What follows belongs to an exercise in optimizing a design on an open flow for small area, a short achievable clock period and few clock cycles; a production flow would make more cautious choices. Only simulation tests tie the RTL to the original design; equivalence was not proved.

===== flow/design.v =====
package sst_pkg;
  localparam int unsigned StackDepth = 64;
  localparam int unsigned FillW      = $clog2(StackDepth + 1);
  localparam int unsigned WordW      = 32;
  localparam int unsigned CountW     = 7;
  localparam int unsigned OpW        = 2;
  typedef logic signed [WordW-1:0] word_t;
  typedef logic [FillW-1:0]        fill_t;
  typedef logic [CountW-1:0]       count_t;
  typedef enum logic [OpW-1:0] {
    OP_PUSH = 2'd0,
    OP_POP  = 2'd1,
    OP_SORT = 2'd2
  } op_e;
endpackage
module sst_store (
  input  logic             clk_i,
  input  logic             push_i,
  input  logic             pop_i,
  input  logic             sort_i,
  input  logic             phase_i,
  input  sst_pkg::fill_t   fill_i,
  input  sst_pkg::word_t   push_value_i,
  output sst_pkg::word_t   top_o,
  output logic             sorted_o
);
  localparam int N = sst_pkg::StackDepth;
  sst_pkg::word_t cell_q [N];
  logic [N-2:0]   out_of_order;
  logic [N-2:0]   swap;
  for (genvar i = 0; i < N - 1; i++) begin : g_pair
    logic pair_in;
    assign pair_in         = sst_pkg::fill_t'(i + 1) < fill_i;
    assign out_of_order[i] = pair_in && (cell_q[i] > cell_q[i+1]);
    assign swap[i]         = sort_i && (phase_i == 1'(i % 2)) && out_of_order[i];
  end
  for (genvar i = 0; i < N; i++) begin : g_cell
    logic           from_prev, from_next;
    sst_pkg::word_t prev_value, next_value;
    if (i == 0) begin : g_first
      assign from_prev  = push_i;
      assign prev_value = push_value_i;
    end else begin : g_mid
      assign from_prev  = push_i || swap[i-1];
      assign prev_value = cell_q[i-1];
    end
    if (i == N - 1) begin : g_last
      assign from_next  = 1'b0;
      assign next_value = cell_q[i];
    end else begin : g_notlast
      assign from_next  = pop_i || swap[i];
      assign next_value = cell_q[i+1];
    end
    always_ff @(posedge clk_i) begin
      if (from_next) begin
        cell_q[i] <= next_value;
      end else if (from_prev) begin
        cell_q[i] <= prev_value;
      end
    end
  end
  assign top_o    = cell_q[0];
  assign sorted_o = ~|out_of_order;
endmodule
module sst_ctrl (
  input  logic                    clk_i,
  input  logic                    rst_ni,
  input  logic                    in_valid_i,
  input  logic [sst_pkg::OpW-1:0] in_op_i,
  input  sst_pkg::word_t          in_value_i,
  output logic                    in_ready_o,
  input  logic                    res_room_i,    
  input  logic                    res_room_d_i,  
  input  sst_pkg::word_t          top_i,
  input  logic                    sorted_i,
  output logic                    push_o,
  output logic                    pop_o,
  output logic                    sort_o,
  output logic                    phase_o,
  output sst_pkg::fill_t          fill_o,
  output sst_pkg::word_t          push_value_o,
  output logic                    res_valid_o,
  output sst_pkg::word_t          res_value_o,
  output sst_pkg::count_t         res_count_o,
  output logic                    res_fault_o
);
  localparam sst_pkg::fill_t Full = sst_pkg::fill_t'(sst_pkg::StackDepth);
  logic           ready_q;
  logic           push_q, pop_q, sort_q, nop_q;    
  logic           push_go_q, pop_go_q;             
  logic           sorted_q;
  logic           phase_q;
  sst_pkg::fill_t fill_q, fill_d;
  sst_pkg::word_t value_q;
  logic accept, run, done;
  logic busy_d, sort_d, sorted_d;
  assign accept = in_valid_i && ready_q;
  assign run    = res_room_i;
  assign done   = run && (push_q || pop_q || nop_q || (sort_q && sorted_q));
  assign push_o = push_go_q && run;
  assign pop_o  = pop_go_q && run;
  assign sort_o = sort_q;
  always_comb begin
    fill_d = fill_q;
    if (push_o) fill_d = fill_q + sst_pkg::fill_t'(1);
    if (pop_o)  fill_d = fill_q - sst_pkg::fill_t'(1);
  end
  assign sort_d   = accept ? (in_op_i == sst_pkg::OP_SORT) : (sort_q && !done);
  assign busy_d   = accept || ((push_q || pop_q || sort_q || nop_q) && !done);
  assign sorted_d = sorted_i && !push_o && !pop_o;
  always_ff @(posedge clk_i or negedge rst_ni) begin
    if (!rst_ni) begin
      ready_q   <= 1'b0;
      push_q    <= 1'b0;
      pop_q     <= 1'b0;
      sort_q    <= 1'b0;
      nop_q     <= 1'b0;
      push_go_q <= 1'b0;
      pop_go_q  <= 1'b0;
      sorted_q  <= 1'b0;
      phase_q   <= 1'b0;
      fill_q    <= '0;
    end else begin
      ready_q  <= !busy_d || (res_room_d_i && (!sort_d || sorted_d));
      sorted_q <= sorted_d;
      phase_q  <= sort_q && !phase_q;
      fill_q   <= fill_d;
      if (accept) begin
        push_q    <= in_op_i == sst_pkg::OP_PUSH;
        pop_q     <= in_op_i == sst_pkg::OP_POP;
        sort_q    <= in_op_i == sst_pkg::OP_SORT;
        nop_q     <= in_op_i == 2'd3;
        push_go_q <= (in_op_i == sst_pkg::OP_PUSH) && (fill_d != Full);
        pop_go_q  <= (in_op_i == sst_pkg::OP_POP) && (fill_d != '0);
      end else if (done) begin
        push_q    <= 1'b0;
        pop_q     <= 1'b0;
        sort_q    <= 1'b0;
        nop_q     <= 1'b0;
        push_go_q <= 1'b0;
        pop_go_q  <= 1'b0;
      end
    end
  end
  always_ff @(posedge clk_i) begin
    if (accept) begin
      value_q <= in_value_i;
    end
  end
  assign in_ready_o   = ready_q;
  assign phase_o      = phase_q;
  assign fill_o       = fill_q;
  assign push_value_o = value_q;
  assign res_valid_o = done;
  assign res_count_o = sst_pkg::count_t'(fill_d);
  assign res_fault_o = (push_q && !push_go_q) || (pop_q && !pop_go_q);
  assign res_value_o = push_q ? value_q :
                       (pop_go_q || (sort_q && fill_q != '0)) ? top_i : '0;
endmodule
module sortable_stack (
  input  logic                             clk_i,
  input  logic                             rst_ni,
  input  logic                             in_valid_i,
  output logic                             in_ready_o,
  input  logic [sst_pkg::OpW-1:0]          in_opcode_i,
  input  logic signed [sst_pkg::WordW-1:0] in_value_i,
  output logic                             out_valid_o,
  input  logic                             out_ready_i,
  output logic signed [sst_pkg::WordW-1:0] out_value_o,
  output logic [sst_pkg::CountW-1:0]       out_count_o,
  output logic                             out_fault_o
);
  logic            push, pop, sort, phase, sorted;
  sst_pkg::fill_t  fill;
  sst_pkg::word_t  push_value, top;
  logic            res_valid, res_fault;
  sst_pkg::word_t  res_value;
  sst_pkg::count_t res_count;
  logic            out_valid_q, skid_valid_q, skid_valid_d;
  sst_pkg::word_t  out_value_q, skid_value_q;
  sst_pkg::count_t out_count_q, skid_count_q;
  logic            out_fault_q, skid_fault_q;
  logic            out_free;
  sst_ctrl u_ctrl (
    .clk_i        (clk_i),
    .rst_ni       (rst_ni),
    .in_valid_i   (in_valid_i),
    .in_op_i      (in_opcode_i),
    .in_value_i   (in_value_i),
    .in_ready_o   (in_ready_o),
    .res_room_i   (!skid_valid_q),
    .res_room_d_i (!skid_valid_d),
    .top_i        (top),
    .sorted_i     (sorted),
    .push_o       (push),
    .pop_o        (pop),
    .sort_o       (sort),
    .phase_o      (phase),
    .fill_o       (fill),
    .push_value_o (push_value),
    .res_valid_o  (res_valid),
    .res_value_o  (res_value),
    .res_count_o  (res_count),
    .res_fault_o  (res_fault)
  );
  sst_store u_store (
    .clk_i        (clk_i),
    .push_i       (push),
    .pop_i        (pop),
    .sort_i       (sort),
    .phase_i      (phase),
    .fill_i       (fill),
    .push_value_i (push_value),
    .top_o        (top),
    .sorted_o     (sorted)
  );
  assign out_free     = !out_valid_q || out_ready_i;
  assign skid_valid_d = out_free ? (skid_valid_q && res_valid) : (skid_valid_q || res_valid);
  always_ff @(posedge clk_i or negedge rst_ni) begin
    if (!rst_ni) begin
      out_valid_q  <= 1'b0;
      skid_valid_q <= 1'b0;
    end else begin
      skid_valid_q <= skid_valid_d;
      if (out_free) begin
        out_valid_q <= skid_valid_q || res_valid;
      end
    end
  end
  always_ff @(posedge clk_i) begin
    if (out_free) begin
      if (skid_valid_q) begin
        out_value_q <= skid_value_q;
        out_count_q <= skid_count_q;
        out_fault_q <= skid_fault_q;
      end else if (res_valid) begin
        out_value_q <= res_value;
        out_count_q <= res_count;
        out_fault_q <= res_fault;
      end
    end
    if (res_valid && (skid_valid_q || !out_free)) begin
      skid_value_q <= res_value;
      skid_count_q <= res_count;
      skid_fault_q <= res_fault;
    end
  end
  assign out_valid_o = out_valid_q;
  assign out_value_o = out_value_q;
  assign out_count_o = out_count_q;
  assign out_fault_o = out_fault_q;
endmodule

===== flow/run.sh =====
#!/bin/bash
# synth_recipe.tcl (not shown) runs the flow's synth.tcl, then flattens the netlist and writes it again
# the make line also repeats each setting of config.mk as NAME=value (left out here)
make -C /OpenROAD-flow-scripts/flow DESIGN_CONFIG=/design/flow/config.mk WORK_HOME=/design/flow/orfs CLKGATE_MAP_FILE= SYNTH_SCRIPT=/design/flow/synth_recipe.tcl finish

===== flow/config.mk =====
export PLATFORM = sky130hd
export DESIGN_NAME = sortable_stack
export DESIGN_NICKNAME = sortable_stack
export VERILOG_FILES = /design/flow/design.v
export SDC_FILE = /design/flow/constraint.sdc
export NUM_CORES = 4
export LEC_CHECK = 0
export CAP_MARGIN = 20
export CORE_MARGIN = 2
export CORE_UTILIZATION = 40
export SLEW_MARGIN = 20

===== flow/constraint.sdc =====
create_clock -name core_clock -period 7.0 [get_ports {clk_i}]
set_input_delay 1.4000 -clock core_clock [delete_from_list [all_inputs] [get_ports {clk_i}]]
set_output_delay 1.4000 -clock core_clock [all_outputs]
set_load 0.01 [all_outputs]

==> results.txt <==
## worst max path at each step
stage	slack (ns)	depth (start not counted)	to
after floorplan	2.06	2	skid_count_q[0]$_DFFE_PP_
after global placement	1.57	8	u_store.cell_q[51][17]$_DFFE_PP_
after detailed placement	2.05	12	u_ctrl.ready_q$_DFF_PN0_
after CTS	1.99	12	u_ctrl.ready_q$_DFF_PN0_
after global routing	1.90	12	u_ctrl.ready_q$_DFF_PN0_
final	1.84	10	u_ctrl.ready_q$_DFF_PN0_
## cells in the final DEF (no fill, tap or decap), types with 15 or more instances in the layout
cell,instances
nand2_1,2249
edfxtp_1,2160
inv_1,2080
o21ai_0,2025
ha_1,2020
a21oi_1,722
nand4_1,350
a21o_1,326
clkbuf_16,270
mux2i_1,178
nor2_1,169
nand3_1,157
buf_4,134
and4_1,106
mux2_2,82
clkdlybuf4s50_1,79
nor2b_1,78
o211ai_1,76
nor3_1,70
nor4_1,68
a211oi_1,66
clkinv_1,60
clkbuf_1,56
a221oi_1,50
o21a_1,45
a31oi_1,45
nand2b_1,34
a22o_1,34
a21boi_0,31
clkinv_2,30
a221o_1,28
or3_1,19
o31ai_1,18
nor2_4,18
a21oi_4,18
dfrtp_1,15
## routing by layer
layer | track usage [%] | vias up | share of wire (%) | wire (um)
met5 | 0 | - | 0 | 0
met4 | 6.32 | 0 | 3.2 | 12000
met3 | 2.13 | 547 | 4.6 | 17500
met2 | 34.6 | 2247 | 46 | 175000
met1 | 29.3 | 49200 | 46 | 175000
li1 | - | 50500 | - | -
## final cells by class
cell class / count / share of cell area, %
antenna: 5 / 0.00814
clock buffer: 328 / 4.55
clock inverter: 121 / 0.595
inverter: 2081 / 5.08
multi-input combinational: 9369 / 42.3
sequential: 2178 / 42.5
tap: 4578 / 3.73
timing repair buffer: 219 / 1.26
## logic make-up after synthesis
| family | Yosys count |
|---|---|
| xor+xnor | 16 |
| compound gates | 3636 |
| mux | 262 |
| buf+inv | 2523 |
| flops | 2178 |
| fa+ha+maj | 2020 |
| simple gates | 3435 |
## stage by stage
step,setup slack (ns),std cells
global route,1.90,18900
global placement,1.57,18400
detailed placement,2.05,18400
floorplan,2.06,14100
finish,1.84,18900
CTS,1.99,18900
## registers in the layout, summed over array words and instances, names as in the netlist, 7 cells and up
register	flops
u_store.cell_q	2048
out_value_q	32
skid_value_q	32
u_ctrl.value_q	32
out_count_q	7
skid_count_q	7
u_ctrl.fill_q	7
## worst max-delay path, stage by stage, from the launching register on
cell      delay (ns)
dfrtp_1         1.00
nand2_1         0.50
or3_1           0.63
o21ai_0         0.43
a31oi_1         0.11
nand2b_1        0.10
mux2i_1         0.23
nor4_1          1.10
and4_2          0.49
nand4b_1        0.18
o31ai_2         0.30
==> impl_results.md <==
- GRT Resource Usage Total: 21.1%
- Achievable Freq: roughly 190 MHz
- CP Launch Type: flip-flop
- Max Cap Viol: 0
- Yosys warns: 4
- H-Tree Depth: 5
- First-pass DRT Iterations: 8
- Mapped Cells: ~14k
- Clk slew on worst S/H paths: 0.06 ns
- Resize count post-CTS: 0
- Final wirelength: between 300000 and 400000 um
- Cell variety after synth: 95
- Complex-gate fraction of the synthesized area: 14.9%
- Placed cell areas: 0.146 sq mm
- Mapped Area: 0.139 sq mm
- Rows: 216
- Fill count: 33.1k
- Via count: 102k
- RSZ-0062 raised after global routing: false
- Die area: 0.353 sq mm
- Area grow syn2layout: 10.5%
- CTS buffer count: 263
- Register area share after synthesis: 46.9%
- Critical path data arrival time: 5.98 ns
- Multi-input gate area: 0.0650 sq mm
- Antenna-violating nets left: 0
- Mapped Nets: 16.1k
- Largest net degree at the start of global routing: between 60 and 70
- GRT overflow: 0
- Mean Syn Cell Area: 9.89 sq um
- Clock buffer depth: 4
- Combinational family with the most area after synthesis: adder cells
- Worst r2r path cells: 10
- DP HPWL: 297000 um
- WL/cell: 20.1 um
- Via density: 5.43
- Final hold violation count: 0
- Hold Path End: u_store.cell_q[63][15]$_DFFE_PP_
- Critical path fanouts, max: 20
- Hold path start: u_store.cell_q[62][15]$_DFFE_PP_
- Worst Setup End Kind: flip-flop
- Synth Area in XOR/XNOR: less than 1%
- Multiplexer area fraction after synthesis: 1.96%
- Die W: 594 um
- Register Area: 0.0653 sq mm
- Layout cell share with drive strength beyond 1: under 10%
- Post-synth top area share: 46.6%
- CTS Sinks: 2178
- Clock Latency Late Sink: about 0.91 ns
- Initial Util: 40.2%
- Post-CTS Repair Setup Buffers: 0
- Root buf cell: clkbuf_16
- Reg-to-Reg End: u_ctrl.ready_q$_DFF_PN0_
- Routability congestion estimate: 0.895
- IO buf count: 79
- Residual DRC count: 0
- Async set-reset flop share out of synthesis: 0.826%
- Core area: 0.346 sq mm
- Drt initial violations: ~8k
- Vias in the first global route: 101k
- Synth Area in Adders: 18.2%
- Hold WC Path Type: flip-flop to flip-flop
- Status: timing/DRC/antenna clean
- Most common cell in the netlist: nand2_1
- # IOs: 80
- Simple-gate share of the synthesized area: 11.1%
- Hold depth: 0
- Post-synth EDFFs: between 2k and 2.5k
- First-pass GRT wire length: 590000 um
- Least-Margin Pin Slew: about 1.2 ns
- Launch point of the critical path: u_ctrl.fill_q[4]$_DFF_PN0_
- Relative slew slack: 17.5%
- Die Ht: 594 um
- Synthesized flop and latch total: 2178
- Setup Skew: 0.0805 ns
- Fin crit period: 5.16 ns
- Synth top cells by count: 2264 x nand2_1, 2160 x edfxtp_1, 2081 x inv_1, 2031 x o21ai_0, 2020 x ha_1
- WHS: 0.493 ns
- Area leader, netlist: edfxtp_1
- Max Slew Vio Count: 0
- Cts-stage hold buffer count: 0
- Final setup fails: 0
- Final Cycle Share: 73.7%
- NumNets Final: 16.2k
- TritonCTS clock tree: yes
- Critical Path RT: 7.82 ns
- Fin Setup TNS: 0 ns
- Final Instance Area: roughly 0.15 sq mm
- CP Class: flip-flop to flip-flop
- Initial antenna violation count: 8
- Final Util: 44.4%
- Synth top area cells: edfxtp_1 47%, ha_1 18%, o21ai_0 7.3%
- Reg-to-reg slack, setup: 1.84 ns
- Main synth FF type: edfxtp_1
- R2r startpoint: u_ctrl.fill_q[4]$_DFF_PN0_
Testbench counts, summed over its fixed seeds: cycles 5,021.

-- port drivers added, routing unchanged --
In the flow no input, the clock included, has a driving cell. The finished layout below was timed again as built, in two steps. Step 1 sets driving cells, clkbuf_16 on the clock port and buf_2 on the other inputs (assumed; they add their load-dependent delay and slew). Step 2 moves the port delays by t, midway between the first and last clock arrival at a register: inputs arrive t later, outputs are due t later. That takes back most of the time a late clock gives input paths. Slacks: no drivers / after step 1 / after step 2; pairs: no drivers / after step 1.
t, ns: 0.971
slack for setup (ns): 1.841 / 1.841 / 1.841
slew at the worst register clock pin (ns): 0.06 / 0.06
worst slew at a driven data input, ns: 0.11
After both steps setup and hold are still met in this run. The setup slack of this run moves by 0.000 ns with the drivers and by 0.000 ns with both steps.
